Source: an optimization exercise on an open RTL-to-GDS flow (aim: small area). Production flows keep margins and buffers that such runs may drop. Only simulation tests tie the RTL to the original design; equivalence was not proved. The flow treats the clock pin as an ideal source, which a real chip does not have. Power is estimated from default activity; no workload was simulated.

Design linear_probe_hash_table, start of the top module:
module linear_probe_hash_table #(
    parameter int SLOTS     = lpht_pkg::SLOTS_DEF,
    parameter int KEY_BYTES = lpht_pkg::KEY_BYTES_DEF
) (
    input  logic                                            i_clk,
    input  logic                                            i_rst_n,
    input  logic                                            s_axis_tvalid,
    output logic                                            s_axis_tready,
    input  logic [lpht_pkg::KEY_W+lpht_pkg::VALUE_W-1:0]    s_axis_tdata,
    input  logic [lpht_pkg::OP_W-1:0]                       s_axis_tuser,
    output logic                                            m_axis_tvalid,
    input  logic                                            m_axis_tready,
    output logic [lpht_pkg::VALUE_W-1:0]                    m_axis_tdata,
    output logic [lpht_pkg::STATUS_W-1:0]                   m_axis_tuser,
    input  logic                                            i_cfg_we,
    input  logic [lpht_pkg::LEN_W-1:0]                      i_cfg_wdata
);
export LEC_CHECK = 0
export CAP_MARGIN = 20
export CORE_MARGIN = 2
export CORE_UTILIZATION = 60
export PLACE_DENSITY = 0.75
export SLEW_MARGIN = 20
create_clock -name core_clock -period 10.0 [get_ports {i_clk}]
standard.sh (not shown) runs the stock make flow with config.mk's settings and CLKGATE_MAP_FILE= SYNTH_SCRIPT=/design/flow/synth_recipe.tcl, a recipe that flattens the netlist after the stock synthesis.
==> flow/flow/run.sh <==
#!/bin/bash
set -o pipefail
export BUFFER_PORTS_ARGS="-buffer_cell sky130_fd_sc_hd__buf_1"
export CTS_ARGS="-sink_clustering_enable -repair_clock_nets -dont_use_dummy_load -buf_list sky130_fd_sc_hd__clkbuf_4 -sink_clustering_size 12 -sink_clustering_max_diameter 40 -sink_buffer_max_cap_derate 1.0"
export POST_CTS_TCL="$PWD/flow/fix_clk.tcl"
bash standard.sh > standard.log 2>&1
==> flow/flow/fix_clk.tcl <==
# Upsize the clock-tree buffers that drive a register clock pin with a slow slew,
# then legalise the placement again.
set fix_thr 0.117
estimate_parasitics -placement
set fix_insts {}
foreach pin [get_pins -hierarchical */CLK] {
  if {[get_property $pin slew_max] > $fix_thr} {
    foreach drv [get_pins -of_objects [get_nets -of_objects $pin] -filter "direction==output"] {
      lappend fix_insts [get_full_name [get_cells -of_objects $drv]]
    }
  }
}
set fix_next [dict create sky130_fd_sc_hd__clkbuf_1 sky130_fd_sc_hd__clkbuf_2 \
  sky130_fd_sc_hd__clkbuf_2 sky130_fd_sc_hd__clkbuf_4 sky130_fd_sc_hd__clkbuf_4 sky130_fd_sc_hd__clkbuf_8 \
  sky130_fd_sc_hd__clkbuf_8 sky130_fd_sc_hd__clkbuf_16]
set fix_n 0
foreach name [lsort -unique $fix_insts] {
  set cell [get_cells $name]
  set master [get_property [get_lib_cells -of_objects $cell] name]
  if {[dict exists $fix_next $master]} {
    replace_cell $cell [dict get $fix_next $master]
    incr fix_n
  }
}
puts "fix_clk: upsized $fix_n clock buffers"
if {$fix_n > 0} {
  detailed_placement
  check_placement -verbose
  estimate_parasitics -placement
}
set fix_mx 0
foreach pin [get_pins -hierarchical */CLK] {
  set s [get_property $pin slew_max]
  if {$s > $fix_mx} { set fix_mx $s }
}
puts "fix_clk: largest register clock pin slew $fix_mx"
Change:
--- a/flow/design.v
+++ b/flow/design.v
@@ -75,29 +75,28 @@
         S_HASH  = 3'd2,
         S_SEEK  = 3'd3,
         S_PROBE = 3'd4,
         S_WRITE = 3'd5,
         S_CAPT  = 3'd6,
         S_ACK   = 3'd7
     } t_state;
     t_state                    r_state;
     logic [IW-1:0]             r_pos;
-    logic [NW/2-1:0]           r_rwj;
     logic [NW-1:0]             r_rwo;
     logic [IW-1:0]             r_h;
     logic [IW-1:0]             r_widx;
     logic                      r_free_v;
     logic [LW-1:0]             r_tlen;
     logic                      r_out_valid;
     logic [1:0]                r_out_st;
     logic [OW-1:0]             r_out_val;
     logic                      r_wsel, r_keep, r_vsel, r_vkeep;
-    logic                      r_mis;
+    logic                      r_mis, r_used;
     logic [1:0]                op;
     logic [KW-1:0]             key;
     logic [VW-1:0]             val;
     logic [LW-1:0]             len_use;
     logic [WW-1:0]             cand [NW];
     logic [WW-1:0]             in_word;
     logic [WW-1:0]             keymask;
     logic [WW-1:0]             hd_word, tl_word;
     logic                      rw_last, slot_end, dec;
@@ -133,62 +132,51 @@
                     cand[w][j] = val[WW * (w - KWD) + j - 1];
                 end
             end
         end
         in_word = '0;
         for (int w = 0; w < NW; w++) begin
             in_word = in_word | ({WW{r_rwo[w]}} & cand[w]);
         end
     end
-    always_comb begin
-        for (int k = 0; k < NW / 2; k++) begin
-            if (k == 0) begin
-                r_rwo[k] = !r_rwj[NW/2-1] && !r_rwj[0];
-                r_rwo[k + NW/2] = r_rwj[NW/2-1] && r_rwj[0];
-            end else begin
-                r_rwo[k] = r_rwj[k-1] && !r_rwj[k];
-                r_rwo[k + NW/2] = !r_rwj[k-1] && r_rwj[k];
-            end
-        end
-    end
     assign rw_last  = r_rwo[NW-1];
     assign slot_end = rw_last;
     assign dec      = r_rwo[KWD];
     assign hstep = (|r_rwo[KWD-1:0]) && !((r_pos == IW'(WW - 1)) && r_rwo[KWD-1]);
     assign hj5   = 3'(r_pos) * 3'(KWD);
     always_comb begin
         first = 1'b0;
         for (int w = 0; w < KWD; w++) begin
             first = first | (r_rwo[w] && (hj5 == 3'((8 - w) % 8)));
         end
     end
     assign kbit  = in_word[r_pos];
     assign t_sum = first ? {r_h, kbit} : ({1'b0, r_h} + (IW + 1)'(kbit));
     assign t_red = (t_sum >= (IW + 1)'(len_use)) ? (t_sum - (IW + 1)'(len_use)) : t_sum;
     assign keymask  = r_rwo[KWD-1] ? {1'b0, {(WW - 1){1'b1}}} : '1;
-    assign is_used  = tl_word[WW-1];
-    assign is_match = is_used && !r_mis;
-    assign is_empty = !is_used && !hd_word[0];
+    assign is_used  = r_used;
+    assign is_match = r_used && !r_mis;
+    assign is_empty = !r_used && !hd_word[0];
     assign at_h      = (r_pos == r_h);
     assign probe     = dec && (((r_state == S_SEEK) && at_h) ||
                        ((r_state == S_PROBE) && !at_h && ((IW + 1)'(r_pos) < (IW + 1)'(len_use))));
     assign exhausted = dec && (r_state == S_PROBE) && at_h;
     assign wr_start  = (r_state == S_WRITE) && rw_last && ((r_pos + IW'(1)) == r_widx);
     assign s_axis_tready = (r_state == S_ACK);
     always_ff @(posedge i_clk) begin
         if (!i_rst_n) begin
             r_state     <= S_CLEAR;
             r_pos       <= '0;
-            r_rwj       <= '0;
+            r_rwo       <= NW'(1);
             r_tlen      <= lpht_pkg::TLEN_RESET;
             r_out_valid <= 1'b0;
         end else begin
-            r_rwj <= {r_rwj[NW/2-2:0], !r_rwj[NW/2-1]};
+            r_rwo <= {r_rwo[NW-2:0], r_rwo[NW-1]};
             if (rw_last) begin
                 r_pos <= r_pos + IW'(1);
             end
             if (i_cfg_we) begin
                 r_tlen <= i_cfg_wdata;
             end
             if (m_axis_tready) begin
                 r_out_valid <= 1'b0;
             end
@@ -250,18 +238,21 @@
                 default: begin
                     r_state <= S_IDLE;
                 end
             endcase
         end
     end
     always_ff @(posedge i_clk) begin
         r_mis <= (r_rwo[0] ? 1'b0 : r_mis) ||
                  ((|r_rwo[KWD-1:0]) && (|((hd_word ^ in_word) & keymask)));
+        if (r_rwo[KWD-1]) begin
+            r_used <= hd_word[WW-1];
+        end
         case (r_state)
             S_IDLE: if (!r_out_valid) begin
                 r_h       <= '0;
                 r_free_v  <= 1'b0;
                 r_out_st  <= lpht_pkg::ST_NOT_FOUND;
             end
             S_HASH: begin
                 if (hstep) begin
                     r_h <= t_red[IW-1:0];
Outcome:
- The new run went through all stages and came out clean
- critical path depth is lower by 1
- non-clock buffer count went up by 2
- routed wire length fell by 6.4%
- synthesized area is about the same
- cell count stays flat
- fmax grows by 5.5%
- sequential cell count climbs by 6
- register-to-register slack gains 0.59 ns
- global-route usage went down by 1.2 points
- worst setup slack is better by 0.30 ns
- total power is lower by 1.4%
- first-iteration DRC count shrinks by 16%
- hold slack improved by 0.0074 ns

port drivers added, routing unchanged:
The results above use ideal ports. As a check the final layouts listed here were re-extracted and re-timed, cells and wires unchanged.
Step 1 (the two cells are an assumption about what drives the block):
set clk [get_ports {i_clk}]
set_driving_cell -lib_cell sky130_fd_sc_hd__clkbuf_16 $clk
set_driving_cell -lib_cell sky130_fd_sc_hd__buf_2 [delete_from_list [all_inputs] $clk]
Step 2, shift: input delay + t, output delay - t, t = (earliest + latest rising clock arrival at the registers) / 2. This alone moves slack from input paths to output paths.
Three values: ideal ports, drivers, drivers and shift; two values: the first two.
run	t (ns)	setup WS [ns]	worst hold slack (ns)
the first run	1.022	4.161 / 4.194 / 3.172	0.210 / 0.210 / 0.210
the second run	1.041	4.465 / 4.505 / 3.463	0.217 / 0.217 / 0.217
After both steps every run listed still meets setup and hold. The setup slack of the second run, which loses most, moves by +0.040 ns with the drivers and by -1.002 ns with both steps.
